Source: an optimization exercise on an open RTL-to-GDS flow (aim: small area). Production flows keep margins and buffers that such runs may drop.
Function was checked by simulation only, so behaviour that the tests miss may differ from the original.
The flow treats the clock pin as an ideal source, which a real chip does not have.
Power figures rest on the tool's default switching activity, not on a simulated workload.

File: flow/design.v
package pq_pkg;
    typedef enum logic [1:0] {
        IDLE = 2'b00,
        INS  = 2'b01,
        REM  = 2'b10
    } ctrl_state_t;
endpackage
`timescale 1ns/100ps
module value_router (
    input  logic [32-1:0] slot_key,
    input  logic [32-1:0] carry_n,
    input  logic                  compare_en,
    input  logic                  force_swap,
    output logic                  swap
);
    localparam int HALF = 32 / 2;
    logic ge_lo, ge_hi0, ge_hi1, ge;
    always_comb begin
        ge_lo  = 1'b1;
        ge_hi0 = 1'b0;
        ge_hi1 = 1'b1;
        for (int i = 0; i < HALF; i++) begin
            ge_lo = (slot_key[i] & carry_n[i]) | (ge_lo & (slot_key[i] | carry_n[i]));
        end
        for (int i = HALF; i < 32; i++) begin
            ge_hi0 = (slot_key[i] & carry_n[i]) | (ge_hi0 & (slot_key[i] | carry_n[i]));
            ge_hi1 = (slot_key[i] & carry_n[i]) | (ge_hi1 & (slot_key[i] | carry_n[i]));
        end
        ge = ge_lo ? ge_hi1 : ge_hi0;
    end
    assign swap = force_swap | (compare_en & ~ge);
endmodule
`timescale 1ns/100ps
module queue_bram (
    input  logic                  clk,
    input  logic                  load,
    input  logic [32-1:0] load_data,
    input  logic                  swap,
    output logic [32-1:0] head,
    output logic [32-1:0] carry_n
);
    localparam int RING = 16 - 1;
    logic [32-1:0] ring [RING];
    logic [32-1:0] carry;
    assign head  = ring[0];
    assign carry = ~carry_n;
    always_ff @(posedge clk) begin
        for (int i = 0; i < RING - 1; i++) ring[i] <= ring[i+1];
        ring[RING-1] <= swap ? carry : ring[0];
    end
    logic sel_load, sel_swap, sel_hold;
    assign sel_load = load;
    assign sel_swap = swap;
    assign sel_hold = ~(swap | load);
    always_ff @(posedge clk) begin
        carry_n <= ~(({32{sel_load}} & load_data)
                   | ({32{sel_swap}} & ring[0])
                   | ({32{sel_hold}} & carry));
    end
endmodule
`timescale 1ns/100ps
module queue_controller (
    input  logic       clk,
    input  logic       reset,
    input  logic       insert,
    input  logic       remove,
    output logic       load,
    output logic       compare_en,
    output logic       force_swap,
    output logic       busy,
    output logic       full,
    output logic       empty,
    output logic       data_valid
);
    localparam logic [3:0] S0   = 4'b0001;
    localparam logic [3:0] S14  = 4'b1000;
    localparam logic [3:0] ZERO = 4'b0000;
    logic       st_ins;
    logic       st_alt;
    logic [3:0] ofs;
    logic [3:0] cnt;
    logic       cnt_full;
    logic idle, ins_wait, ins_run, rem;
    logic start_ins, acc_rem, at_head, at_last, at_cnt, active, done;
    logic cnt_last, cnt_zero;
    assign idle     = !st_ins && !st_alt;
    assign ins_wait = st_ins && !st_alt;
    assign ins_run  = st_ins && st_alt;
    assign rem      = !st_ins && st_alt;
    assign full     = cnt_full;
    assign empty    = (cnt == S0);
    assign busy     = !idle;
    assign at_head  = (ofs == S0);
    assign at_last  = (ofs == S14);
    assign at_cnt   = (ofs == cnt);
    assign cnt_last = (cnt == S14);
    assign cnt_zero = (cnt == ZERO);
    assign load     = idle && !full;
    assign start_ins = load && insert;
    assign acc_rem  = idle && remove && !insert && !empty;
    assign data_valid = rem && at_head;
    assign active     = ins_run || (ins_wait && at_head);
    assign done       = active && (at_cnt || at_last);
    assign compare_en = active;
    assign force_swap = (active && at_cnt) || (data_valid && full);
    always_ff @(posedge clk) begin
        if (reset) begin
            st_ins   <= 1'b0;
            st_alt   <= 1'b0;
            ofs      <= S0;
            cnt      <= S0;
            cnt_full <= 1'b0;
        end else begin
            st_ins <= start_ins || (st_ins && !done);
            st_alt <= acc_rem || (rem && !data_valid) || (active && !done);
            ofs <= data_valid ? S0 : {ofs[2:0], ofs[3] ^ ofs[2]};
            if (done) begin
                cnt <= {cnt[2:0], (cnt[3] ^ cnt[2]) && !cnt_last};
                if (cnt_zero) cnt_full <= 1'b1;
            end else if (data_valid) begin
                if (cnt_full) cnt_full <= 1'b0;
                else          cnt <= {(cnt[0] ^ cnt[3]) || cnt_zero, cnt[3:1]};
            end
        end
    end
endmodule
`timescale 1ns/100ps
module priority_queue_top (
    input  logic                  clk,
    input  logic                  reset,
    input  logic                  insert,
    input  logic [32-1:0] insert_data,
    input  logic                  remove,
    output logic                  busy,
    output logic                  full,
    output logic                  empty,
    output logic [32-1:0] data_out,
    output logic                  data_valid
);
    logic                  load;
    logic                  compare_en;
    logic                  force_swap;
    logic                  swap;
    logic [32-1:0] head;
    logic [32-1:0] carry_n;
    queue_controller u_ctrl (
        .clk        (clk),
        .reset      (reset),
        .insert     (insert),
        .remove     (remove),
        .load       (load),
        .compare_en (compare_en),
        .force_swap (force_swap),
        .busy       (busy),
        .full       (full),
        .empty      (empty),
        .data_valid (data_valid)
    );
    value_router u_router (
        .slot_key   (head),
        .carry_n    (carry_n),
        .compare_en (compare_en),
        .force_swap (force_swap),
        .swap       (swap)
    );
    queue_bram u_bram (
        .clk       (clk),
        .load      (load),
        .load_data (insert_data),
        .swap      (swap),
        .head      (head),
        .carry_n   (carry_n)
    );
    assign data_out = head;
endmodule
File: flow/flow/run.sh
#!/bin/bash
# Standard layout with four changes: synthesis maps the logic with an
# area-oriented ABC script, the port buffers use the smallest buffer cell,
# the clock tree uses small clkbuf_4 leaves without dummy loads, and cells
# with slack to spare are sized down after placement.
set -euo pipefail
here=$(pwd)
# ORFS scripts as shipped, but with ABC's mapping script replaced
cp -r "$FLOW_HOME/scripts" "$here/orfs_scripts"
cp "$here/flow/abc_area.script" "$here/orfs_scripts/abc_speed.script"
export SCRIPTS_DIR="$here/orfs_scripts"
export BUFFER_PORTS_ARGS="-buffer_cell sky130_fd_sc_hd__buf_1"
export CTS_ARGS="-sink_clustering_enable -repair_clock_nets -sink_clustering_size 12 -sink_clustering_max_diameter 40 -buf_list sky130_fd_sc_hd__clkbuf_4 -dont_use_dummy_load"
export POST_RESIZE_TCL="$here/flow/downsize.tcl"
bash standard.sh > standard.log 2>&1
File: flow/flow/abc_area.script
strash
dc2
&get -n
&dch -f
&nf -a -R 1000
&put
topo
stime -c
File: flow/flow/downsize.tcl
# Size down cells that have slack to spare
log_cmd repair_timing -recover_power 100
File: flow/standard.sh
#!/bin/bash
# synth_recipe.tcl (not shown) runs the flow's synth.tcl, then flattens the netlist and writes it again
# the make line also repeats each setting of config.mk as NAME=value (left out here)
make -C /OpenROAD-flow-scripts/flow DESIGN_CONFIG=/design/flow/config.mk WORK_HOME=/design/flow/orfs CLKGATE_MAP_FILE= SYNTH_SCRIPT=/design/flow/synth_recipe.tcl "${@:-finish}"
File: flow/config.mk
export PLATFORM = sky130hd
export DESIGN_NAME = priority_queue_top
export DESIGN_NICKNAME = priority_queue_top
export VERILOG_FILES = /design/flow/design.v
export SDC_FILE = /design/flow/constraint.sdc
export NUM_CORES = 4
export LEC_CHECK = 0
export CAP_MARGIN = 20
export CORE_MARGIN = 2
export CORE_UTILIZATION = 70
export PLACE_DENSITY = 0.8
export SLEW_MARGIN = 20
File: flow/constraint.sdc
create_clock -name core_clock -period 6.0 [get_ports {clk}]
set_input_delay 1.2000 -clock core_clock [delete_from_list [all_inputs] [get_ports {clk}]]
set_output_delay 1.2000 -clock core_clock [all_outputs]
set_load 0.01 [all_outputs]
==> results of run 1 <==
-- state kept, by name (all words and copies together), names as in the netlist --
signal           cells
u_bram.ring        480
u_bram.carry_n      32
u_ctrl.cnt           4
u_ctrl.ofs           4
u_ctrl.cnt_full      1
u_ctrl.st_alt        1
u_ctrl.st_ins        1
-- power breakdown --
part	leakage, nW	switching (mW)	internal [mW]
clock	0.225	0.913	0.378
combinational	0.505	0.221	0.161
sequential	4.36	0.362	4.41
total	5.09	1.50	4.95
-- cells in the mapped netlist, drive strengths merged (2+ instances only) --
cell type  instances
xnor2              5
nor2              75
nor4b              2
nor2b              4
o221ai             3
a221oi            39
nand2              9
clkinv             4
o21ai             13
or2                3
a22oi              9
nor3               3
o22ai             11
dfxtp            523
ha                 2
a21oi             45
-- layout make-up --
type | count | area [um^2] | area share, %
Sequential cell | 523 | 10500 | 81.9
Multi-Input combinational cell | 232 | 1340 | 10.5
Clock buffer | 49 | 368 | 2.88
Timing Repair Buffer | 74 | 309 | 2.42
Tap cell | 220 | 275 | 2.15
Inverter | 4 | 15.0 | 0.117
Antenna cell | 2 | 5.00 | 0.0392
-- routing by layer --
metal | up-vias | wire length, um | global-route usage (%)
li1 | 2802 | - | -
met1 | 2704 | 7740 | 27.2
met2 | 189 | 8240 | 32.4
met3 | 48 | 1170 | 5.52
met4 | 0 | 493 | 7.98
met5 | - | 0 | 0
-- logic make-up (layout without fill, tap and decap cells) --
| family | after synthesis | after routing | synth area share [%] |
|---|---|---|---|
| and+or+nand+nor | 102 | 102 | 3.66 |
| AOI/OAI and AO/OA | 123 | 123 | 6.94 |
| DFF | 523 | 523 | 88.7 |
| xor gates and xnor gates | 5 | 5 | 0.371 |
| buffers and inverters | 4 | 127 | 0.127 |
| adders and majority gates | 2 | 2 | 0.212 |
| other | 0 | 2 | 0 |
-- worst paths after layout --
check | cells past startpoint | to | slack, ps
worst min-delay path | 0 | u_bram.ring[4][19] | 310
worst min register to register | 0 | u_bram.ring[4][19] | 310
worst max register to register | 29 | u_bram.ring[14][14] | 1380
worst max-delay path | 29 | u_bram.ring[14][14] | 1380
==> run notes, run 1 <==
* # hold bufs at CTS at 0
* Setup_tns at 0 ps
* Fin area at about 0.013 mm^2
* Pre-Repair DR Iteration Count at 6
* Final min period at about 4600 ps
* Placed inst area at 0.0124 mm^2
* GRT Residual Overflow at 0
* Final period util at 77.0%
* Post-synth top area cell: dfxtp_1
* Number of global-route vias before repair at 5,748
* Hold wc startpoint: u_bram.ring[5][19]
* Cells after Synth at 759
* TritonCTS Buffers at 49
* Final ANT Viol Nets at 0
* Cell family with most CP delay: compound AO/OA/AOI/OAI gates
* Top cell type's share of synthesized area at 88.7%
* Total GRT Usage at 20.5%
* Post-synth ARST share at 0%
* Reg2reg start: u_bram.ring[0][1]
* Required @ worst endpoint at approximately 6600 ps
* Number of synthesized flops with an enable pin at 0
* Yosys warns at 4
* Initial antenna violation count at 1
* Critical path buffers and inverters at 2
* Layout area overhead at 8.27%
* Place WS at approximately 570 ps
* Hold Path Class: flip-flop to flip-flop
* Global placement routability congestion at 0.826
* Hold slack at 309 ps
* Setup Crit Path Kind: flip-flop to flip-flop
* Post-synthesis net count at 797
* Most frequent CP cell: a21oi_1
* Pwr dens at 504 mW/mm^2
* Layout cells sized above 1 at 6.12%
* Achievable Freq at 216 MHz
* DRC viols at 0
* Drt wl/cell at approximately 16 um
* Avg Vias per Cell at approximately 5.2
* #FFs+latches synth at 523
* P_leak at 5.09 nW
* Die area at 0.0179 mm^2
* Nets at about 920
* Final Hold Viols at 0
* Unrepaired setup endpoints after global routing: false
* Most common cell after layout, fill and taps aside: dfxtp_1
* Final non-filler cell total at 1,104
* Die Height at 134 um
* First DRT Iteration DRCs at 571
* TritonCTS clock tree: yes
* Peak supply drop at between 0.3 and 0.4 mV
* DP HPWL at between 10,000 and 15,000 um
* Worst Setup End Kind: flip-flop
* Fin util at roughly 77%
* Most frequent cells in the layout: dfxtp_1, nor2_1, buf_1
* Final max-slew violation count at 0
* Core area at around 0.017 mm^2
* Initial Utilization at 71.4%
* Worst skew pair latency at 670 ps
* Crit path DAT at 5190 ps
* Avg Cell Area, Syn at 15.6 um^2
* # fillers at 980
* Sequential cell area fraction in the yosys report at 88.7%
* Clk pin slew, worst setup/hold paths at 110 ps
* H-tree Lvls at 2
* # clock sinks at approximately 520
* Outcome: no timing/DRC/antenna violations
* Clk_skew at about 43 ps
* Ranking of synthesized cells by area: dfxtp_1, a221oi_1, nor2_1
* Final setup margin at approximately 1400 ps
* Max FO, Critical Path at 83
* Postcts setup bufs at 0
* Crit. Startpoint: u_bram.ring[0][1]
* Setup Viol. Count Final at 0
* First-pass GRT wire length at 28,700 um
* Row Count at 47
* Startpoint types: flip-flop
* IO Port Bufs at just over 70
* Pwr Total at 6.45 mW
* Max Root-Sink Buffers at 3
* Die width at ~130 um
* I/O pin cnt at between 70 and 80
* Max Cap Viol at 0
* Post-cts resize count at 0
* Largest net degree at the start of global routing at 97
* Final WL at 17,600 um
* Slowest cell delay on critical path at 370 ps
* Commonest register cell after synthesis: dfxtp_1
* Root Driver: clkbuf_4
* Via total after detailed routing at ~5,700
* Worst slew margin at 36.3%
* Distinct cells, synth at 25
* Critical-path top delay cell: dfxtp_1
* Post-synthesis cell area at 0.0118 mm^2
* Worst slew pin tran at 953 ps
* Post-placement cell count at 1,052
==> inputs of run 2 (changes only) <==
--- a/flow/flow/run.sh
+++ b/flow/flow/run.sh
@@ -12,3 +12,3 @@
 export BUFFER_PORTS_ARGS="-buffer_cell sky130_fd_sc_hd__buf_1"
-export CTS_ARGS="-sink_clustering_enable -repair_clock_nets -sink_clustering_size 12 -sink_clustering_max_diameter 40 -buf_list sky130_fd_sc_hd__clkbuf_4 -dont_use_dummy_load"
+export CTS_ARGS="-sink_clustering_enable -repair_clock_nets -sink_clustering_size 12 -sink_clustering_max_diameter 30 -buf_list sky130_fd_sc_hd__clkbuf_4 -dont_use_dummy_load"
 export POST_RESIZE_TCL="$here/flow/downsize.tcl"
==> run 2 against run 1 <==
Area after synthesis unchanged; die area unchanged; utilization up 0.26 points; synthesized cell count unchanged; count of clock-buffer cells in the layout up 6; highest routed layer unchanged; register-to-register slack worse by 70 ps; critical endpoint is now u_bram.carry_n[5]; clock skew up 10 ps; global-route usage up 0.11 points; combinational power about the same; wire length up 1.3%; sequential cell count unchanged; worst setup slack worse by 70 ps.
==> run notes, run 2 <==
* Final WL at 17,900 um (+1.3%)
* P_leak at 5.12 nW (+0.54%)
* Total GRT Usage at 20.6% (+0.11 points)
* # fillers at 954 (-2.7%)
* Top cell type's share of synthesized area at 88.7% (unchanged)
* I/O pin cnt at 72 (unchanged)
* Die width at 134 um (unchanged)
* Top cells by count, synth: dfxtp_1, nor2_1, a21oi_1
* Initial Utilization at 71.4% (unchanged)
* Sequential cell area fraction in the yosys report at 88.7% (unchanged)
* Number of synthesized flops with an enable pin at 0 (unchanged)
* Layout cells sized above 1 at 6.76% (+0.63 points)
* Post-cts resize count at 0 (unchanged)
* Largest net degree at the start of global routing at 97 (unchanged)
* Setup Crit Path Kind: flip-flop to flip-flop
* Layout area overhead at 8.63%
* Peak supply drop at 0.280 mV (-20%)
* Commonest register cell after synthesis: dfxtp_1
* Root Driver: clkbuf_4
* TritonCTS Buffers at 55 (+12%)
* # clock sinks at 523 (unchanged)
* Clk_skew at 53.1 ps (+10.4 ps)
* Max FO, Critical Path at 83 (unchanged)
* GRT Residual Overflow at 0 (unchanged)
* First DRT Iteration DRCs at 500 (-12%)
* Worst slew pin tran at 958 ps (+5.03 ps)
* Post-synthesis cell area at 0.0118 mm^2 (unchanged)
* Number of global-route vias before repair at 5,837 (+1.5%)
* Setup Viol. Count Final at 0 (unchanged)
* Largest register FFs at 480 (unchanged)
* Drt wl/cell at 16.1 um (+0.87%)
* Initial antenna violation count at 1 (unchanged)
* Postcts setup bufs at 0 (unchanged)
* Nets at 928 (+0.65%)
* Post-synth ARST share at 0% (unchanged)
* Top Metal Used: met4
* Avg Vias per Cell at 5.24 (+0.73%)
* Final ANT Viol Nets at 0 (unchanged)
* Pwr dens at 508 mW/mm^2 (+0.72%)
* Most flops, register: u_bram.ring
* Via total after detailed routing at 5,811 (+1.2%)
* DRC viols at 0 (unchanged)
* Final Hold Viols at 0 (unchanged)
* Die Height at 134 um (unchanged)
* Final period util at 78.2% (+1.2 points)
* Worst Setup End Kind: flip-flop
* #FFs+latches synth at 523 (unchanged)
* Met3 WL post-DR at 1100 um (-6.5%)
* Global placement routability congestion at 0.826 (unchanged)
* Worst skew pair latency at 690 ps (+20 ps)
* Pre-Repair DR Iteration Count at 6 (unchanged)
* H-tree Lvls at 2 (unchanged)
* Slowest cell delay on critical path at 420 ps (+50 ps)
* Max Cap Viol at 0 (unchanged)
* Cell with the most instances after synthesis: dfxtp_1
* Most common cell after layout, fill and taps aside: dfxtp_1
* Required @ worst endpoint at 6560 ps (about the same)
* Avg Cell Area, Syn at 15.6 um^2 (unchanged)
* Hold slack at 279 ps (-30.6 ps)
* Startpoint types: flip-flop
* Largest regs: u_bram.ring x480, u_bram.carry_n x32
* Max Root-Sink Buffers at 3 (unchanged)
* TritonCTS clock tree: yes
* Final min period at 4690 ps (+70.0 ps)
* Distinct cells, synth at 25 (unchanged)
* Ranking of synthesized cells by area: dfxtp_1, a221oi_1, nor2_1
* Unrepaired setup endpoints after global routing: false
* Cells after Synth at 759 (unchanged)
* Yosys warns at 4 (unchanged)
* Critical-path top delay cell: dfxtp_1
* Clk pin slew, worst setup/hold paths at 110 ps (about the same)
* Hold Path Class: flip-flop to flip-flop
* Worst slew margin at 36.0% (-0.34 points)
* Post-synth top area cell: dfxtp_1
* Outcome: no timing/DRC/antenna violations
* Die area at 0.0179 mm^2 (unchanged)
* Critical path buffers and inverters at 2 (unchanged)
* Setup_tns at 0 ps (unchanged)
* Post-synthesis net count at 797 (unchanged)
* Met2 Wirelength at 8220 um (-0.18%)
* DP HPWL at 11,100 um (unchanged)
* # hold bufs at CTS at 0 (unchanged)
* Core area at 0.0165 mm^2 (unchanged)
* Achievable Freq at 213 MHz (-1.5%)
* IO Port Bufs at 71 (unchanged)
* Final max-slew violation count at 0 (unchanged)
* Crit path DAT at 5250 ps (+60 ps)
* Metal-1 WL at 7970 um (+2.9%)
* Cell family with most CP delay: compound AO/OA/AOI/OAI gates
* Row Count at 47 (unchanged)
* First-pass GRT wire length at 28,900 um (+0.77%)
* Most frequent cells in the layout: dfxtp_1, nor2_1, buf_1
run 2: report_power, final:
group	internal [mW]	switching (mW)
clock	0.422	0.933
combinational	0.161	0.224
sequential	4.41	0.363
total	5.00	1.52
run 2: per-layer routing:
metal | track usage [%] | vias to the layer above
met5 | 0 | -
met4 | 8.98 | 0
met3 | 5.44 | 70
met2 | 32.3 | 207
met1 | 27.2 | 2723
li1 | - | 2811
run 2: cell type report:
cell class	count	area, um^2	area share (%)
antenna	1	2.50	0.0195
clock buffer	55	413	3.22
inverter	4	15.0	0.117
multi-input combinational	232	1340	10.4
sequential	523	10500	81.6
tap	220	275	2.15
timing repair buffer	74	309	2.41
run 2: cell families (layout without fill, tap and decap cells):
logic type,count (synthesis),after routing,synth area share (%)
compound gates,123,123,6.94
xor+xnor,5,5,0.371
fa+ha+maj,2,2,0.212
simple gates,102,102,3.66
other cells,0,1,0
flops,523,523,88.7
buf+inv,4,133,0.127
run 2: stage by stage:
stage	worst slack, ps	total power [mW]	area, um^2	std cells	utilization [%]
after floorplan	488	4.94	11800	759	-
after CTS	452	6.56	12800	1107	77.4
after detailed placement	565	5.23	12400	1052	74.9
after global routing	796	6.82	12800	1109	77.6
final	1310	6.51	12800	1109	77.6
after global placement	1420	5.15	12400	1052	74.9
run 2: path summary, 6_finish.rpt:
| kind | startpoint | depth (start not counted) | endpoint | slack [ps] |
|---|---|---|---|---|
| hold / removal | u_bram.ring[5][31] | 0 | u_bram.ring[4][31] | 280 |
| hold reg to reg | u_bram.ring[5][31] | 0 | u_bram.ring[4][31] | 280 |
| setup reg to reg | u_bram.ring[0][2] | 28 | u_bram.carry_n[5] | 1310 |
| setup / recovery | u_bram.ring[0][2] | 28 | u_bram.carry_n[5] | 1310 |
==> inputs of run 3 (changes only) <==
--- a/flow/flow/run.sh
+++ b/flow/flow/run.sh
@@ -12,3 +12,3 @@
 export BUFFER_PORTS_ARGS="-buffer_cell sky130_fd_sc_hd__buf_1"
-export CTS_ARGS="-sink_clustering_enable -repair_clock_nets -sink_clustering_size 12 -sink_clustering_max_diameter 30 -buf_list sky130_fd_sc_hd__clkbuf_4 -dont_use_dummy_load"
+export CTS_ARGS="-sink_clustering_enable -repair_clock_nets -sink_clustering_size 11 -sink_clustering_max_diameter 40 -buf_list sky130_fd_sc_hd__clkbuf_4 -dont_use_dummy_load"
 export POST_RESIZE_TCL="$here/flow/downsize.tcl"
--- a/flow/config.mk
+++ b/flow/config.mk
@@ -10,2 +10,4 @@
 export CORE_UTILIZATION = 70
+export GPL_ROUTABILITY_DRIVEN = 0
+export GPL_TIMING_DRIVEN = 0
 export PLACE_DENSITY = 0.8
==> run 3 against run 2 <==
Still clean on timing, DRC and antenna; worst setup slack lost 770 ps; sequential power is essentially flat; register-to-register slack lost 770 ps; utilization grew 0.11 points; fmax shrank 14%; area after synthesis is the same; final cell count is the same; worst hold slack lost 16 ps; critical path depth is the same; critical path type unchanged; critical endpoint is now u_bram.carry_n[9].
==> run notes, run 3 <==
* Post-synthesis net count at 797 (unchanged)
* Final min period at 5460 ps (+766 ps)
* Int Power at 4.99 mW (about the same)
* Avg Cell Area, Syn at 15.6 um^2 (unchanged)
* IO Port Bufs at 71 (unchanged)
* Worst slew pin tran at 735 ps (-223 ps)
* TritonCTS clock tree: yes
* # clock sinks at 523 (unchanged)
* Post-synth ARST share at 0% (unchanged)
* Largest regs: u_bram.ring x480, u_bram.carry_n x32
* Via total after detailed routing at 5,742 (-1.2%)
* Achievable Freq at 183 MHz (-14%)
* Pre-Repair DR Iteration Count at 5 (-1)
* Clk pin slew, worst setup/hold paths at 110 ps (about the same)
* Max Root-Sink Buffers at 3 (unchanged)
* Drt wl/cell at 15.6 um (-3.5%)
* Setup Crit Path Kind: flip-flop to flip-flop
* Critical-path top delay cell: a221oi_1
* Ranking of synthesized cells by area: dfxtp_1, a221oi_1, nor2_1
* DRC viols at 0 (unchanged)
* TritonCTS Buffers at 54 (-1.8%)
* Worst Setup End Kind: flip-flop
* Comb pwr share at 6.2% (+0.3 points)
* Most flops, register: u_bram.ring
* Post-synth top area cell: dfxtp_1
* I/O pin cnt at 72 (unchanged)
* Worst skew pair latency at 670 ps (-20 ps)
* Outcome: no timing/DRC/antenna violations
* Layout cells sized above 1 at 6.87% (+0.11 points)
* Final period util at 91.0% (+13 points)
* Commonest register cell after synthesis: dfxtp_1
* Yosys warns at 4 (unchanged)
* Pwr Total at 6.50 mW (-0.16%)
* Final max-slew violation count at 0 (unchanged)
* Most common cell after layout, fill and taps aside: dfxtp_1
* Avg Vias per Cell at 5.18 (-1.2%)
* Final Hold Viols at 0 (unchanged)
* Die Height at 134 um (unchanged)
* Clk_skew at 66.9 ps (+13.8 ps)
* Final non-filler cell total at 1,109 (unchanged)
* Sequential cell area fraction in the yosys report at 88.7% (unchanged)
* Max FO, Critical Path at 31 (-63%)
* Total GRT Usage at 19.7% (-0.91 points)
* First DRT Iteration DRCs at 300 (-40%)
* #FFs+latches synth at 523 (unchanged)
* Row Count at 47 (unchanged)
* Hold slack at 263 ps (-15.7 ps)
* Sw frac at 23.2% (-0.11 points)
* Die area at 0.0179 mm^2 (unchanged)
* Top cell type's share of synthesized area at 88.7% (unchanged)
* Most frequent cells in the layout: dfxtp_1, nor2_1, buf_1
* Core area at 0.0165 mm^2 (unchanged)
* Nets at 928 (unchanged)
* Clock Power Share at 20.6% (-0.2 points)
* Largest net degree at the start of global routing at 37 (-62%)
* P_leak at 5.13 nW (+0.19%)
* Worst slew margin at 51.0% (+15 points)
* Root Driver: clkbuf_4
* Die width at 134 um (unchanged)
* Hold Path Class: flip-flop to flip-flop
* Unrepaired setup endpoints after global routing: false
* Peak supply drop at 0.300 mV (+7.1%)
* Initial Utilization at 71.4% (unchanged)
* Initial antenna violation count at 1 (unchanged)
* Final WL at 17,300 um (-3.5%)
* Final ANT Viol Nets at 0 (unchanged)
* GRT Residual Overflow at 0 (unchanged)
* Seq pwr share at 73.2% (about the same)
* # fillers at 977 (+2.4%)
* First-pass GRT wire length at 27,800 um (-3.8%)
* Required @ worst endpoint at 6560 ps (about the same)
* Startpoint types: flip-flop
* Largest register FFs at 480 (unchanged)
* Pwr dens at 507 mW/mm^2 (-0.30%)
* Layout area overhead at 8.78%
* Post-synthesis cell area at 0.0118 mm^2 (unchanged)
* Setup Viol. Count Final at 0 (unchanged)
* H-tree Lvls at 2 (unchanged)
* Distinct cells, synth at 25 (unchanged)
* Setup_tns at 0 ps (unchanged)
* Flop-to-flop setup slack at 540 ps (-770 ps)
* Max Cap Viol at 0 (unchanged)
* Top cells by count, synth: dfxtp_1, nor2_1, a21oi_1
* Cell with the most instances after synthesis: dfxtp_1
* Cells after Synth at 759 (unchanged)
* Postcts setup bufs at 0 (unchanged)
* Number of global-route vias before repair at 5,727 (-1.9%)
* Slowest cell delay on critical path at 440 ps (+20 ps)
* DP HPWL at 10,800 um (-2.7%)
* Post-placement cell count at 1,054 (+0.19%)
* Net load switching power at 1.51 mW (-0.64%)
* Number of synthesized flops with an enable pin at 0 (unchanged)
* Crit path DAT at 6010 ps (+760 ps)
==> run 3: cell count changes in the layout (fill, tap and decap cells not counted), sizes merged <==
cell    delta
buf        -1
clkbuf     +1
==> run 3: area by class of cell <==
| class | instances | area, um^2 | area share (%) |
|---|---|---|---|
| diodes | 1 | 2.50 | 0.0195 |
| clock buffers | 54 | 405 | 3.16 |
| inverters | 4 | 15.0 | 0.117 |
| multi-input cells | 232 | 1340 | 10.4 |
| flip-flops and latches | 523 | 10500 | 81.5 |
| well taps | 220 | 275 | 2.14 |
| repair buffers | 75 | 332 | 2.58 |
==> run 3: kinds of logic (layout without fill, tap and decap cells) <==
group	Yosys count	after routing	synth area share, %
AND/OR/NAND/NOR	102	102	3.66
adder cells (fa/ha/maj)	2	2	0.212
XOR/XNOR	5	5	0.371
flip-flops	523	523	88.7
other	0	1	0
AO/OA/AOI/OAI	123	123	6.94
buffers and inverters	4	133	0.127
==> run 3: path summary, 6_finish.rpt <==
path                         to               start  depth (start not counted)
max           u_bram.carry_n[9]   u_bram.carry_n[1]                         28
min          u_bram.ring[1][29]  u_bram.ring[2][29]                          0
max reg2reg   u_bram.carry_n[9]   u_bram.carry_n[1]                         28
min reg2reg  u_bram.ring[1][29]  u_bram.ring[2][29]                          0
==> run 3: critical path, delay by kind of cell (launching register included) <==
family,cells,cell delay (ps)
AOI/OAI and AO/OA,25,4150
DFF,1,410
buffers and inverters,2,590
and+or+nand+nor,1,160
==> run 3: power by group through the flow <==
stage	Clock (mW)	Combinational, mW	Sequential (mW)
6_report	1.34	0.404	4.76
3_5_place_dp	0	0.403	4.83
4_1_cts	1.38	0.406	4.77
2_1_floorplan	0	0.228	4.72
5_1_grt	1.53	0.447	4.85
3_3_place_gp	0	0.373	4.78
==> run 3: timing repair <==
action                                 CTS  global route
gates resized for setup                  0             1
hold buffers                             0             0
setup endpoints to repair                0            29
endpoints found under the hold margin    0             0
==> run 3: stage by stage <==
stage	utilization, %	worst slack [ps]	instance area (um^2)
after detailed placement	75.2	38.2	12400
after global placement	74.8	-1670	12400
after CTS	77.7	8.05	12800
final	77.7	543	12800
after global routing	77.7	40.1	12800
after floorplan	-	488	11800
==> run 3: routing by layer <==
layer,vias up,track usage [%],wire length [um]
met2,156,30.7,8050
met1,2750,26.9,8080
met4,0,7.62,357
met5,-,0,0
met3,36,4.95,770
li1,2800,-,-
==> inputs of run 4 (changes only) <==
--- a/flow/config.mk
+++ b/flow/config.mk
@@ -10,4 +10,2 @@
 export CORE_UTILIZATION = 70
-export GPL_ROUTABILITY_DRIVEN = 0
-export GPL_TIMING_DRIVEN = 0
 export PLACE_DENSITY = 0.8
==> run 4 against run 3 <==
Power is 0.27% lower; utilization shrank 0.20 points; global-route usage up 1.0 points; synthesized cell count unchanged; clock skew is 6.8 ps higher; non-clock buffer count shrank 1; via count rose by 0.84%; sequential power about the same; final cell count fell by 0.18%; critical path type unchanged; critical endpoint is now u_bram.carry_n[6]; largest power group unchanged.
==> run notes, run 4 <==
* GRT busiest layer: met2
* Avg Vias per Cell at 5.23 (+1.0%)
* Final max-slew violation count at 0 (unchanged)
* First-pass GRT wire length at 29,000 um (+4.0%)
* Cells after Synth at 759 (unchanged)
* TritonCTS clock tree: yes
* Most frequent cells in the layout: dfxtp_1, nor2_1, buf_1
* Peak supply drop at 0.280 mV (-6.5%)
* Fin area at 0.0128 mm^2 (-0.25%)
* Yosys warns at 4 (unchanged)
* Crit path DAT at 5170 ps (-840 ps)
* Met1 Usage GRT at 27.5% (+0.66 points)
* Total GRT Usage at 20.7% (+1.0 points)
* Clk pin slew, worst setup/hold paths at 100 ps (about the same)
* I/O pin cnt at 72 (unchanged)
* Die width at 134 um (unchanged)
* Startpoint types: flip-flop
* Largest regs: u_bram.ring x480, u_bram.carry_n x32
* Top cell type's share of synthesized area at 88.7% (unchanged)
* Die area at 0.0179 mm^2 (unchanged)
* Avg Cell Area, Syn at 15.6 um^2 (unchanged)
* Postcts setup bufs at 0 (unchanged)
* Critical-path top delay cell: dfxtp_1
* Initial antenna violation count at 1 (unchanged)
* Final ANT Viol Nets at 0 (unchanged)
* Worst slew margin at 35.9% (-15 points)
* Sequential cell area fraction in the yosys report at 88.7% (unchanged)
* Placed inst area at 0.0124 mm^2 (-0.40%)
* Required @ worst endpoint at 6540 ps (-20 ps)
* Pwr Total at 6.49 mW (-0.27%)
* # hold bufs at CTS at 0 (unchanged)
* GR met3 Demand/Resource at 5.14% (+0.19 points)
* TritonCTS Buffers at 53 (-1.9%)
* #FFs+latches synth at 523 (unchanged)
* Worst slew pin tran at 960 ps (+224 ps)
* Post-cts resize count at 0 (unchanged)
* Post-synthesis cell area at 0.0118 mm^2 (unchanged)
* Distinct cells, synth at 25 (unchanged)
* Drt wl/cell at 15.9 um (+2.4%)
* Clk_skew at 73.7 ps (+6.82 ps)
* GRT Residual Overflow at 0 (unchanged)
* Met2 Track Usage GR at 32.4% (+1.7 points)
* DP HPWL at 11,100 um (+2.8%)
* Top cells by count, synth: dfxtp_1, nor2_1, a21oi_1
* Max Cap Viol at 0 (unchanged)
* Post-synthesis net count at 797 (unchanged)
* IO Port Bufs at 71 (unchanged)
* P_leak at 5.11 nW (-0.37%)
* Commonest register cell after synthesis: dfxtp_1
* Largest register FFs at 480 (unchanged)
* Most common cell after layout, fill and taps aside: dfxtp_1
* DRC viols at 0 (unchanged)
* Setup_tns at 0 ps (unchanged)
* Nets at 926 (-0.22%)
* First DRT Iteration DRCs at 486 (+62%)
* Initial Utilization at 71.4% (unchanged)
* Slowest cell delay on critical path at 420 ps (-20 ps)
* Unrepaired setup endpoints after global routing: false
* # clock sinks at 523 (unchanged)
* Fin util at 77.5% (-0.20 points)
* Setup Viol. Count Final at 0 (unchanged)
* Final Hold Viols at 0 (unchanged)
* Root Driver: clkbuf_4
* Hold Path Class: flip-flop to flip-flop
* Worst Setup End Kind: flip-flop
* Setup Crit Path Kind: flip-flop to flip-flop
* Max Root-Sink Buffers at 3 (unchanged)
* Worst skew pair latency at 700 ps (+30 ps)
* Ranking of synthesized cells by area: dfxtp_1, a221oi_1, nor2_1
* Pwr dens at 506 mW/mm^2 (about the same)
* Core area at 0.0165 mm^2 (unchanged)
* Final WL at 17,600 um (+2.3%)
* Max FO, Critical Path at 90 (+190%)
* Post-synth top area cell: dfxtp_1
* Via total after detailed routing at 5,790 (+0.84%)
* Pre-Repair DR Iteration Count at 5 (unchanged)
* Final period util at 77.2% (-14 points)
* Cell with the most instances after synthesis: dfxtp_1
* Final min period at 4630 ps (-828 ps)
* Row Count at 47 (unchanged)
* Layout area overhead at 8.50%
* Achievable Freq at 216 MHz (+18%)
* Largest net degree at the start of global routing at 97 (+160%)
* Global placement routability congestion at 0.826
* Most flops, register: u_bram.ring
* Outcome: no timing/DRC/antenna violations
* Number of synthesized flops with an enable pin at 0 (unchanged)
* Post-synth ARST share at 0% (unchanged)
* Die Height at 134 um (unchanged)
* Number of global-route vias before repair at 5,841 (+2.0%)
* H-tree Lvls at 2 (unchanged)
* Layout cells sized above 1 at 6.55% (-0.32 points)
* Flop-to-flop setup slack at 1370 ps (+830 ps)
-- run 4: worst max-delay path: cells and delay by family (launching register included) --
kind | cells | cell delay, ps
AO/OA/AOI/OAI | 25 | 3490
flip-flops | 1 | 420
buffers and inverters | 2 | 410
AND/OR/NAND/NOR | 1 | 90
-- run 4: area by class of cell --
type,count,area [um^2]
Sequential cell,523,10500
Fill cell,979,3720
Multi-Input combinational cell,232,1340
Clock buffer,53,398
Timing Repair Buffer,74,309
Tap cell,220,275
Inverter,4,15.0
Antenna cell,1,2.50
-- run 4: final timing paths --
check,startpoint,endpoint,cells after the start
setup / recovery,u_bram.ring[0][2],u_bram.carry_n[6],28
hold / removal,u_bram.ring[5][13],u_bram.ring[4][13],0
setup reg to reg,u_bram.ring[0][2],u_bram.carry_n[6],28
hold reg to reg,u_bram.ring[5][13],u_bram.ring[4][13],0
-- run 4: cells by family (layout without fill, tap and decap cells) --
group           count (synthesis)  count (layout)  share of synthesized area, %
buf+inv                         4             131                         0.127
simple gates                  102             102                          3.66
compound gates                123             123                          6.94
other cells                     0               1                             0
flops                         523             523                          88.7
fa+ha+maj                       2               2                         0.212
xor+xnor                        5               5                         0.371
-- run 4: layer usage --
| metal | vias to the layer above | routed length, um |
|---|---|---|
| met5 | - | 0 |
| li1 | 2809 | - |
| met4 | 0 | 518 |
| met2 | 196 | 8270 |
| met1 | 2731 | 7790 |
| met3 | 54 | 1070 |
-- run 4: through the flow --
step | hold slack (ps) | setup slack, ps | instances
2_1_floorplan | 310 | 488 | 759
3_3_place_gp | 310 | 1420 | 1052
3_5_place_dp | 312 | 565 | 1052
4_1_cts | 294 | 449 | 1105
5_1_grt | 305 | 826 | 1107
6_report | 280 | 1370 | 1107
-- run 4: power by group --
part	internal (mW)	switching, mW
combinational	0.161	0.222
clock	0.408	0.923
sequential	4.41	0.360
total	4.98	1.51
==> inputs of run 5 (changes only) <==
--- a/flow/config.mk
+++ b/flow/config.mk
@@ -9,4 +9,4 @@
 export CORE_MARGIN = 2
-export CORE_UTILIZATION = 70
-export PLACE_DENSITY = 0.8
+export CORE_UTILIZATION = 75
+export PLACE_DENSITY = 0.85
 export SLEW_MARGIN = 20
==> run 5 against run 4 <==
Critical path type unchanged; via count rose by 2.5%; final cell count fell by 0.72%; sequential cell count did not move; critical path depth rose by 1; sequential share of layout area barely moved.
==> run notes, run 5 <==
* DRC viols at 0 (unchanged)
* Slowest cell delay on critical path at 540 ps (+120 ps)
* Total GRT Usage at 24.5% (+3.8 points)
* Largest register FFs at 480 (unchanged)
* Sw frac at 23.9% (+0.70 points)
* Number of global-route vias before repair at 6,146 (+5.2%)
* Critical-path top delay cell: or2_1
* Post-Synth Simple-Gate Area at 3.66% (unchanged)
* Post-synthesis net count at 797 (unchanged)
* R2R Path End: u_bram.carry_n[22]
* Drt wl/cell at 18.2 um (+14%)
* Adder-Cell Fraction of Synth Area at 0.212% (unchanged)
* Post-cts resize count at 0 (unchanged)
* Seq pwr share at 73.0% (-0.6 points)
* Avg Cell Area, Syn at 15.6 um^2 (unchanged)
* Setup Crit Path Kind: flip-flop to flip-flop
* Clk pin slew, worst setup/hold paths at 110 ps (about the same)
* Post-synth top area cell: dfxtp_1
* Xor/xnor cell area share of the yosys netlist at 0.371% (unchanged)
* Worst skew pair latency at 670 ps (-30 ps)
* Max FO, Critical Path at 18 (-80%)
* Peak supply drop at 0.337 mV (+20%)
* Commonest register cell after synthesis: dfxtp_1
* # hold bufs at CTS at 0 (unchanged)
* Pwr dens at 512 mW/mm^2 (+1.2%)
* #FFs+latches synth at 523 (unchanged)
* Final Hold Viols at 0 (unchanged)
* Max Root-Sink Buffers at 3 (unchanged)
* Net load switching power at 1.57 mW (+4.2%)
* Avg Vias per Cell at 5.40 (+3.2%)
* Required @ worst endpoint at 6540 ps (about the same)
* Post-synth ARST share at 0% (unchanged)
* Pwr Total at 6.56 mW (+1.1%)
* Comb pwr share at 6.4% (+0.5 points)
* Root Driver: clkbuf_4
* Crit path DAT at 6040 ps (+870 ps)
* Multiplexer share of the synthesized area at 0% (unchanged)
* Most common cell after layout, fill and taps aside: dfxtp_1
* Die area at 0.0168 mm^2 (-6.5%)
* Global placement routability congestion at 0.839 (+1.5%)
* Pre-Repair DR Iteration Count at 6 (+1)
* Via total after detailed routing at 5,932 (+2.5%)
* DP HPWL at 12,700 um (+15%)
* Postcts setup bufs at 0 (unchanged)
* Hold wc startpoint: u_bram.ring[12][5]
* P_leak at 5.11 nW (about the same)
* Int Power at 4.99 mW (+0.20%)
* Hold Path Class: flip-flop to flip-flop
* Layout area overhead at 8.47% (about the same)
* Worst slew pin tran at 932 ps (-28.0 ps)
* Die width at 129 um (-3.3%)
* Sequential cell area fraction in the yosys report at 88.7% (unchanged)
* Achievable Freq at 182 MHz (-16%)
* Max Cap Viol at 0 (unchanged)
* Post-synthesis cell area at 0.0118 mm^2 (unchanged)
* Reg2reg start: u_bram.carry_n[2]
* Nets at 927 (+0.11%)
* Placed inst area at 0.0124 mm^2 (about the same)
* Initial antenna violation count at 1 (unchanged)
* Worst Setup End Kind: flip-flop
* WHS Path Cells at 0 (unchanged)
* Worst slew margin at 37.7% (+1.9 points)
* Cell with the most instances after synthesis: dfxtp_1
* Cells after Synth at 759 (unchanged)
* Place WS at 325 ps (-240 ps)
* Layout cells sized above 1 at 6.65% (+0.11 points)
* # clock sinks at 523 (unchanged)
* Number of synthesized flops with an enable pin at 0 (unchanged)
* First DRT Iteration DRCs at 507 (+4.3%)
* Largest net degree at the start of global routing at 97 (unchanged)
* Setup Viol. Count Final at 0 (unchanged)
* Distinct cells, synth at 25 (unchanged)
* Hold Crit Endpoint: u_bram.ring[11][5]
* I/O pin cnt at 72 (unchanged)
* Flop-to-flop setup slack at 500 ps (-870 ps)
* Final period util at 91.7% (+15 points)
* Fin area at 0.0128 mm^2 (about the same)
* Final max-slew violation count at 0 (unchanged)
* IO Port Bufs at 71 (unchanged)
* Worst R2R Path Depth at 29 (+3.6%)
* H-tree Lvls at 2 (unchanged)
* Most frequent cells in the layout: dfxtp_1, nor2_1, buf_1
* Row Count at 45 (-4.3%)
* Yosys warns at 4 (unchanged)
* # fillers at 755 (-23%)
* Outcome: no timing/DRC/antenna violations
* TritonCTS clock tree: yes
* Largest family of logic cells by synthesized area: compound AO/OA/AOI/OAI gates
* Ranking of synthesized cells by area: dfxtp_1, a221oi_1, nor2_1
* TritonCTS Buffers at 54 (+1.9%)
* First-pass GRT wire length at 31,200 um (+7.6%)
* Compound-Gate Fraction of Synth Area at 6.94% (unchanged)
* GRT Residual Overflow at 0 (unchanged)
* Most flops, register: u_bram.ring
* Core area at 0.0153 mm^2 (-7.3%)
* Clk_skew at 40.9 ps (-32.9 ps)
* Top cell type's share of synthesized area at 88.7% (unchanged)
* Die Height at 129 um (-3.3%)
* Final min period at 5500 ps (+874 ps)
* Initial Utilization at 77.1% (+5.6 points)
* Final WL at 20,000 um (+13%)
* Final ANT Viol Nets at 0 (unchanged)
* Final setup margin at 496 ps (-874 ps)
* Startpoint types: flip-flop
* Largest regs: u_bram.ring x480, u_bram.carry_n x32
* Clock Power Share at 20.5% (about the same)
* Top cells by count, synth: dfxtp_1, nor2_1, a21oi_1
## run 5: cell counts after synthesis
No cell type changed its count.
## run 5: worst max-delay path by stage
stage,end,slack [ps],start,depth (start not counted)
after floorplan,u_bram.carry_n[0],490,u_bram.ring[0][2],28
after global placement,u_bram.carry_n[19],1370,u_bram.carry_n[2],29
after detailed placement,u_bram.ring[14][15],330,u_bram.carry_n[2],27
after CTS,u_bram.ring[14][15],200,u_bram.carry_n[2],27
after global routing,u_bram.carry_n[22],-80,u_bram.carry_n[2],29
final,u_bram.carry_n[22],500,u_bram.carry_n[2],29
## run 5: cells by family after synthesis
group                    after synthesis
flip-flops                           523
adder cells (fa/ha/maj)                2
XOR/XNOR                               5
AO/OA/AOI/OAI                        123
buffers and inverters                  4
AND/OR/NAND/NOR                      102
## run 5: power by group through the flow
stage | Combinational, mW | Clock (mW) | Sequential, mW
after global placement | 0.364 | 0 | 4.78
after CTS | 0.412 | 1.38 | 4.79
after floorplan | 0.228 | 0 | 4.72
final | 0.421 | 1.35 | 4.79
after global routing | 0.468 | 1.52 | 4.87
after detailed placement | 0.406 | 0 | 4.86
## run 5: through the flow
stage	setup TNS, ps	utilization [%]	hold slack [ps]	instances
after floorplan	0	-	310	759
after global placement	0	80.8	310	1043
after detailed placement	0	80.8	312	1043
after CTS	0	83.4	294	1097
after global routing	-166	83.6	285	1099
final	0	83.6	291	1099
## run 5: critical path: cells and delay by family, from the launching register on
family	cells	cell delay [ps]
AOI/OAI and AO/OA	25	3900
DFF	1	370
buffers and inverters	1	360
and+or+nand+nor	3	700
## run 5: metal layers
metal	vias up	GRT usage [%]	share of wire, %
li1	2810	-	-
met1	2836	31.5	43
met2	221	39.2	48
met3	65	6.28	5.0
met4	0	12.1	3.6
met5	-	0	0
## run 5: final cells by class
class / count / area [um^2] / area share [%]
Sequential cell: 523 / 10500 / 81.8
Multi-Input combinational cell: 232 / 1340 / 10.5
Clock buffer: 54 / 405 / 3.17
Timing Repair Buffer: 74 / 309 / 2.41
Tap cell: 211 / 264 / 2.06
Inverter: 4 / 15.0 / 0.117
Antenna cell: 1 / 2.50 / 0.0195
==> inputs of run 6 (changes only) <==
--- a/flow/config.mk
+++ b/flow/config.mk
@@ -9,4 +9,4 @@
 export CORE_MARGIN = 2
-export CORE_UTILIZATION = 75
-export PLACE_DENSITY = 0.85
+export CORE_UTILIZATION = 60
+export PLACE_DENSITY = 0.7
 export SLEW_MARGIN = 20
==> run 6 against run 5 <==
Global-route usage shrank 7.2 points; still clean on timing, DRC and antenna; via count shrank 4.7%; clock skew grew 16 ps; final cell count grew 4.9%; register-to-register slack gained 710 ps; worst hold slack lost 8.1 ps.
==> run notes, run 6 <==
* IO Port Bufs at 71 (unchanged)
* Outcome: no timing/DRC/antenna violations
* Die width at 144 um (+11%)
* Crit. Startpoint: u_bram.ring[0][3]
* Clk pin slew, worst setup/hold paths at 100 ps (about the same)
* Register area at 0.0105 mm^2 (unchanged)
* DRC viols at 0 (unchanged)
* Cells after Synth at 759 (unchanged)
* Reg2reg start: u_bram.ring[0][3]
* Largest regs: u_bram.ring x480, u_bram.carry_n x32
* Cell with the most instances after synthesis: dfxtp_1
* H-tree Lvls at 2 (unchanged)
* Final ANT Viol Nets at 0 (unchanged)
* First DRT Iteration DRCs at 429 (-15%)
* Most common cell after layout, fill and taps aside: dfxtp_1
* Setup Viol. Count Final at 0 (unchanged)
* Unrepaired setup endpoints after global routing: false
* Largest net degree at the start of global routing at 97 (unchanged)
* Final Hold Viols at 0 (unchanged)
* # hold bufs at CTS at 0 (unchanged)
* Achievable Freq at 208 MHz (+15%)
* Number of synthesized flops with an enable pin at 0 (unchanged)
* Number of global-route vias before repair at 5,757 (-6.3%)
* Commonest register cell after synthesis: dfxtp_1
* Fin util at 66.3% (-17 points)
* Postcts setup bufs at 0 (unchanged)
* Most frequent cells in the layout: dfxtp_1, nor2_1, buf_1
* Via total after detailed routing at 5,652 (-4.7%)
* Final setup margin at 1200 ps (+707 ps)
* Met2 Track Usage GR at 26.8% (-12 points)
* Layout area overhead at 8.98%
* Global placement routability congestion at 0.737 (-12%)
* P_leak at 5.11 nW (about the same)
* Worst slew pin tran at 904 ps (-27.6 ps)
* Max Cap Viol at 0 (unchanged)
* Max Root-Sink Buffers at 3 (unchanged)
* TritonCTS clock tree: yes
* Post-synthesis net count at 797 (unchanged)
* TritonCTS Buffers at 54 (unchanged)
* DP HPWL at 10,700 um (-16%)
* Top cells by count, synth: dfxtp_1, nor2_1, a21oi_1
* Max FO, Critical Path at 22 (+4)
* Yosys warns at 4 (unchanged)
* GR met3 Demand/Resource at 4.54% (-1.7 points)
* Largest register FFs at 480 (unchanged)
* Most flops, register: u_bram.ring
* I/O pin cnt at 72 (unchanged)
* Nets at 927 (unchanged)
* Die Height at 144 um (+11%)
* Post-cts resize count at 0 (unchanged)
* Hold wc startpoint: u_bram.ring[13][9]
* Slowest cell delay on critical path at 370 ps (-170 ps)
* Startpoint types: flip-flop
* Worst slew margin at 39.6% (+1.8 points)
* Initial antenna violation count at 2 (+1)
* Hold slack at 283 ps (-8.10 ps)
* Area of the multi-input gates at 0.00134 mm^2 (unchanged)
* Final period util at 79.9% (-12 points)
* # fillers at 1,467 (+94%)
* Peak supply drop at 0.292 mV (-13%)
* Clk_skew at 57.0 ps (+16.1 ps)
* Top cell type's share of synthesized area at 88.7% (unchanged)
* Final max-slew violation count at 0 (unchanged)
* Pre-Repair DR Iteration Count at 6 (unchanged)
* First-pass GRT wire length at 28,100 um (-9.9%)
* Placed inst area at 0.0124 mm^2 (+0.55%)
* Setup_tns at 0 ps (unchanged)
* Layout cells sized above 1 at 6.65% (unchanged)
* Worst skew pair latency at 680 ps (about the same)
* Final WL at 17,200 um (-14%)
* Total GRT Usage at 17.3% (-7.2 points)
* Pwr dens at 503 mW/mm^2 (-1.7%)
* Sequential cell area fraction in the yosys report at 88.7% (unchanged)
* Avg Vias per Cell at 4.90 (-9.2%)
* Avg Cell Area, Syn at 15.6 um^2 (unchanged)
* Setup Crit Path Kind: flip-flop to flip-flop
* Critical-path top delay cell: dfxtp_1
* Final min period at 4800 ps (-707 ps)
* Met1 Usage GRT at 23.4% (-8.0 points)
* Row Count at 51 (+13%)
* GRT Residual Overflow at 0 (unchanged)
* Hold Path Class: flip-flop to flip-flop
* Ranking of synthesized cells by area: dfxtp_1, a221oi_1, nor2_1
* Core area at 0.0194 mm^2 (+27%)
* Drt wl/cell at 14.9 um (-18%)
* Distinct cells, synth at 25 (unchanged)
* GRT busiest layer: met2
* Die area at 0.0208 mm^2 (+24%)
* Post-synthesis cell area at 0.0118 mm^2 (unchanged)
* Required @ worst endpoint at 6540 ps (about the same)
* Post-synth ARST share at 0% (unchanged)
* Place WS at 569 ps (+244 ps)
* Initial Utilization at 60.9% (-16 points)
* Post-synth top area cell: dfxtp_1
* Crit path DAT at 5340 ps (-700 ps)
* Fin area at 0.0129 mm^2 (+0.47%)
* # clock sinks at 523 (unchanged)
* #FFs+latches synth at 523 (unchanged)
* Worst Setup End Kind: flip-flop
* Root Driver: clkbuf_4
[run 6: cell types whose count changed in the layout (fill, tap and decap cells not counted)]
cell and delta:
buf_12 +1, buf_16 -1
[run 6: per-stage QoR]
| step | cells | total power, mW |
|---|---|---|
| finish | 1153 | 6.48 |
| global route | 1153 | 6.83 |
| CTS | 1151 | 6.55 |
| detailed placement | 1097 | 5.21 |
| global placement | 1097 | 5.16 |
| floorplan | 759 | 4.94 |
[run 6: cell families (layout without fill, tap and decap cells)]
logic type / after synthesis / after routing / synth area share [%]
flops: 523 / 523 / 88.7
buf+inv: 4 / 132 / 0.127
xor+xnor: 5 / 5 / 0.371
compound gates: 123 / 123 / 6.94
fa+ha+maj: 2 / 2 / 0.212
simple gates: 102 / 102 / 3.66
other cells: 0 / 1 / 0
[run 6: worst max-delay path: cells and delay by family, from the launching register on]
family,cells,cell delay [ps]
AND/OR/NAND/NOR,3,500
buffers and inverters,1,360
flip-flops,1,370
AO/OA/AOI/OAI,25,3460
[run 6: area by class of cell]
type	instances	share of cell area [%]
Multi-Input combinational cell	232	10.4
Tap cell	265	2.58
Timing Repair Buffer	74	2.34
Clock buffer	54	3.15
Sequential cell	523	81.4
Inverter	4	0.117
Antenna cell	1	0.0195
[run 6: report_power, final]
| part | internal, mW | switching, mW |
|---|---|---|
| Clock | 0.415 | 0.929 |
| Sequential | 4.41 | 0.341 |
| Combinational | 0.160 | 0.221 |
[run 6: worst paths after layout]
| path | slack [ps] | endpoint | cells after the start |
|---|---|---|---|
| setup reg to reg | 1200 | u_bram.carry_n[2] | 29 |
| setup / recovery | 1200 | u_bram.carry_n[2] | 29 |
| hold / removal | 280 | u_bram.ring[12][9] | 0 |
| hold reg to reg | 280 | u_bram.ring[12][9] | 0 |
[run 6: routing by layer]
layer	wire length, um	up-vias
met2	7820	140
met3	912	37
met1	8010	2658
met4	396	2
li1	-	2815
met5	13	-
==> inputs of run 7 (changes only) <==
==> flow/flow/run.sh (replaced) <==
#!/bin/bash
# Standard layout with four changes: synthesis maps the logic with an
# area-oriented ABC script, the port buffers use the smallest buffer cell,
# the clock tree uses small clkbuf_4 leaves without dummy loads (upsized
# where a leaf's flip-flops would see a slow clock edge), and cells
# with slack to spare are sized down after placement.
set -euo pipefail
here=$(pwd)
# ORFS scripts as shipped, but with ABC's mapping script replaced
cp -r "$FLOW_HOME/scripts" "$here/orfs_scripts"
cp "$here/flow/abc_area.script" "$here/orfs_scripts/abc_speed.script"
export SCRIPTS_DIR="$here/orfs_scripts"
export BUFFER_PORTS_ARGS="-buffer_cell sky130_fd_sc_hd__buf_1"
export CTS_ARGS="-sink_clustering_enable -repair_clock_nets -sink_clustering_size 12 -sink_clustering_max_diameter 35 -buf_list sky130_fd_sc_hd__clkbuf_4 -dont_use_dummy_load"
export POST_RESIZE_TCL="$here/flow/downsize.tcl"
export POST_CTS_TCL="$here/flow/clock_fix.tcl"
bash standard.sh > standard.log 2>&1
==> flow/flow/clock_fix.tcl (new file) <==
estimate_parasitics -placement
set fixed 0
foreach inst [get_cells clkbuf_*] {
  if {[get_property $inst ref_name] ne "sky130_fd_sc_hd__clkbuf_4"} { continue }
  set worst 0
  foreach pin [get_pins -of_objects $inst -filter "direction==output"] {
    foreach load [get_pins -of_objects [get_nets -of_objects $pin] -filter "direction==input"] {
      set s [get_property $load slew_max]
      if {$s > $worst} { set worst $s }
    }
  }
  if {$worst > 0.110} {
    replace_cell $inst sky130_fd_sc_hd__clkbuf_8
    incr fixed
  }
}
puts "clock_fix: upsized $fixed clock buffers"
if {$fixed > 0} {
  detailed_placement
  check_placement -verbose
  estimate_parasitics -placement
}
--- a/flow/config.mk
+++ b/flow/config.mk
@@ -9,4 +9,4 @@
 export CORE_MARGIN = 2
-export CORE_UTILIZATION = 60
-export PLACE_DENSITY = 0.7
+export CORE_UTILIZATION = 70
+export PLACE_DENSITY = 0.8
 export SLEW_MARGIN = 20
==> run 7 against run 6 <==
Still clean on timing, DRC and antenna; synthesized cell count did not move; final area rose by 0.41%; area after synthesis did not move; register-to-register slack barely moved; fmax fell by 0.24%; combinational power rose by 2%; largest cell class unchanged.
==> run notes, run 7 <==
* Met1 Usage GRT at 27.7% (+4.2 points)
* Final min period at 4810 ps (+11.5 ps)
* DRC viols at 0 (unchanged)
* Initial antenna violation count at 0 (-2)
* Ranking of synthesized cells by area: dfxtp_1, a221oi_1, nor2_1
* Unrepaired setup endpoints after global routing: false
* First-pass GRT wire length at 29,600 um (+5.5%)
* Row Count at 47 (-7.8%)
* Clk pin slew, worst setup/hold paths at 120 ps (+20 ps)
* GR met3 Demand/Resource at 5.59% (+1.1 points)
* GRT Residual Overflow at 0 (unchanged)
* Pwr Total at 6.67 mW (+3.1%)
* Final period util at 80.1% (+0.19 points)
* Drt wl/cell at 16.9 um (+13%)
* # clock sinks at 523 (unchanged)
* I/O pin cnt at 72 (unchanged)
* Setup Crit Path Kind: flip-flop to flip-flop
* Layout cells sized above 1 at 6.44% (-0.21 points)
* Most frequent cells in the layout: dfxtp_1, nor2_1, buf_1
* Met2 Track Usage GR at 34.0% (+7.3 points)
* Sequential cell area fraction in the yosys report at 88.7% (unchanged)
* Top cell type's share of synthesized area at 88.7% (unchanged)
* Die area at 0.0179 mm^2 (-14%)
* Largest net degree at the start of global routing at 97 (unchanged)
* Core area at 0.0165 mm^2 (-15%)
* Yosys warns at 4 (unchanged)
* IO Port Bufs at 71 (unchanged)
* Worst Setup End Kind: flip-flop
* Nets at 925 (-0.22%)
* Setup_tns at 0 ps (unchanged)
* Most flops, register: u_bram.ring
* Post-synth top area cell: dfxtp_1
* Most common cell after layout, fill and taps aside: dfxtp_1
* Initial Utilization at 71.4% (+11 points)
* Comb pwr share at 5.8% (about the same)
* Distinct cells, synth at 25 (unchanged)
* Post-synthesis cell area at 0.0118 mm^2 (unchanged)
* Number of global-route vias before repair at 5,871 (+2.0%)
* Post-synthesis net count at 797 (unchanged)
* Int Power at 5.11 mW (+2.5%)
* Global placement routability congestion at 0.826 (+12%)
* Cell with the most instances after synthesis: dfxtp_1
* Final Hold Viols at 0 (unchanged)
* Peak supply drop at 0.331 mV (+13%)
* Avg Cell Area, Syn at 15.6 um^2 (unchanged)
* Seq pwr share at 71.7% (-1.7 points)
* Critical-path top delay cell: a221oi_1
* Pwr dens at 517 mW/mm^2 (+2.6%)
* Max FO, Critical Path at 83 (+280%)
* TritonCTS clock tree: yes
* Outcome: no timing/DRC/antenna violations
* P_leak at 5.15 nW (+0.85%)
* N_diodes at 0 (-1)
* Achievable Freq at 208 MHz (-0.24%)
* Largest regs: u_bram.ring x480, u_bram.carry_n x32
* Final WL at 18,600 um (+8.6%)
* Top cells by count, synth: dfxtp_1, nor2_1, a21oi_1
* Final non-filler cell total at 1,105 (-4.2%)
* Number of synthesized flops with an enable pin at 0 (unchanged)
* Commonest register cell after synthesis: dfxtp_1
* Total GRT Usage at 21.3% (+4.0 points)
* Post-placement cell count at 1,052 (-4.1%)
* Clock Power Share at 22.5% (+1.8 points)
* DP HPWL at 11,100 um (+3.8%)
* Post-synth ARST share at 0% (unchanged)
* Via total after detailed routing at 5,803 (+2.7%)
* Crit path DAT at 5340 ps (about the same)
* Die width at 134 um (-7.2%)
* Final ANT Viol Nets at 0 (unchanged)
* Layout area overhead at 9.42%
* Cells after Synth at 759 (unchanged)
* Hold slack at 236 ps (-47.1 ps)
* Max Cap Viol at 0 (unchanged)
* Pre-Repair DR Iteration Count at 5 (-1)
* Sw frac at 23.4% (+0.41 points)
* GRT busiest layer: met2
* Slowest cell delay on critical path at 490 ps (+120 ps)
* Startpoint types: flip-flop
* Clk_skew at 136 ps (+79.4 ps)
* Worst slew pin tran at 973 ps (+68.6 ps)
* Required @ worst endpoint at 6530 ps (about the same)
* Worst slew margin at 35.0% (-4.6 points)
* Hold Path Class: flip-flop to flip-flop
* Final max-slew violation count at 0 (unchanged)
* #FFs+latches synth at 523 (unchanged)
* Largest register FFs at 480 (unchanged)
* Worst skew pair latency at 670 ps (about the same)
* Avg Vias per Cell at 5.25 (+7.1%)
* Net load switching power at 1.56 mW (+4.9%)
* Setup Viol. Count Final at 0 (unchanged)
* First DRT Iteration DRCs at 461 (+7.5%)
* Die Height at 134 um (-7.2%)
## run 7: path summary, 6_finish.rpt
path	startpoint	to	slack (ps)	depth (start not counted)
min	u_bram.ring[8][26]	u_bram.ring[7][26]	240	0
max	u_bram.ring[0][2]	u_bram.carry_n[0]	1190	28
min reg2reg	u_bram.ring[8][26]	u_bram.ring[7][26]	240	0
max reg2reg	u_bram.ring[0][2]	u_bram.carry_n[0]	1190	28
## run 7: cells by family (layout without fill, tap and decap cells)
family / after synthesis / count (layout) / share of synthesized area (%)
flip-flops: 523 / 523 / 88.7
AO/OA/AOI/OAI: 123 / 123 / 6.94
AND/OR/NAND/NOR: 102 / 102 / 3.66
XOR/XNOR: 5 / 5 / 0.371
buffers and inverters: 4 / 130 / 0.127
adder cells (fa/ha/maj): 2 / 2 / 0.212
## run 7: power groups by stage
stage	registers [mW]	clock network, mW	logic (mW)
detailed placement	4.85	0	0.377
finish	4.79	1.50	0.388
global route	4.87	1.67	0.430
global placement	4.79	0	0.355
floorplan	4.72	0	0.228
## run 7: area by class of cell
cell class                      count  area (um^2)
Sequential cell                   523        10500
Fill cell                         938         3610
Multi-Input combinational cell    232         1340
Clock buffer                       52          509
Timing Repair Buffer               74          309
Tap cell                          220          275
Inverter                            4         15.0
## run 7: critical path: cells and delay by family, from the launching register on
kind | cells | cell delay, ps
AOI/OAI and AO/OA | 25 | 3620
and+or+nand+nor | 1 | 90
buffers and inverters | 2 | 440
DFF | 1 | 430
## run 7: routing by layer
metal	up-vias	share of wire [%]
li1	2803	-
met1	2715	44
met2	222	47
met3	63	6.5
met4	0	3.3
met5	-	0
## run 7: metrics by stage
stage                     utilization [%]  setup WS [ps]  instance area, um^2
after detailed placement             74.9            565                12400
after global placement               74.9           1420                12400
final                                78.2           1190                12900
after floorplan                         -            488                11800
after global routing                 78.2            691                12900

static timing again, ports no longer ideal:
How much do the figures lean on ideal ports? The routed layouts below were timed once more, with nothing changed but the port constraints.
Step 1: set_driving_cell puts a clkbuf_16 on clk and a buf_2 on each other input, an assumption about the parent block.
Step 2 moves the port delays by t, midway between the first and last clock arrival at a register: inputs arrive t later, outputs are due t later. That takes back most of the time a late clock gives input paths.
a / b / c = ideal ports / drivers / drivers and shift; a / b = the first two.
run | shift t [ns] | slack for setup (ns) | hold slack, ns | worst setup path after step 2 | slew at the worst register clock pin (ns)
run 1 | 0.688 | 1.379 / 1.379 / 1.379 | 0.309 / 0.309 / 0.309 | register to register | 0.12 / 0.12
run 2 | 0.700 | 1.309 / 1.309 / 1.309 | 0.279 / 0.279 / 0.279 | register to register | 0.11 / 0.11
run 3 | 0.673 | 0.543 / 0.543 / 0.543 | 0.263 / 0.263 / 0.263 | register to register | 0.11 / 0.11
run 4 | 0.700 | 1.371 / 1.371 / 1.371 | 0.280 / 0.280 / 0.280 | register to register | 0.11 / 0.11
run 5 | 0.676 | 0.496 / 0.496 / 0.496 | 0.291 / 0.291 / 0.291 | register to register | 0.12 / 0.12
run 6 | 0.690 | 1.203 / 1.203 / 1.203 | 0.283 / 0.283 / 0.283 | register to register | 0.11 / 0.11
run 7 | 0.638 | 1.192 / 1.192 / 1.192 | 0.236 / 0.236 / 0.236 | register to register | 0.12 / 0.12
After both steps setup and hold are still met in every run listed.
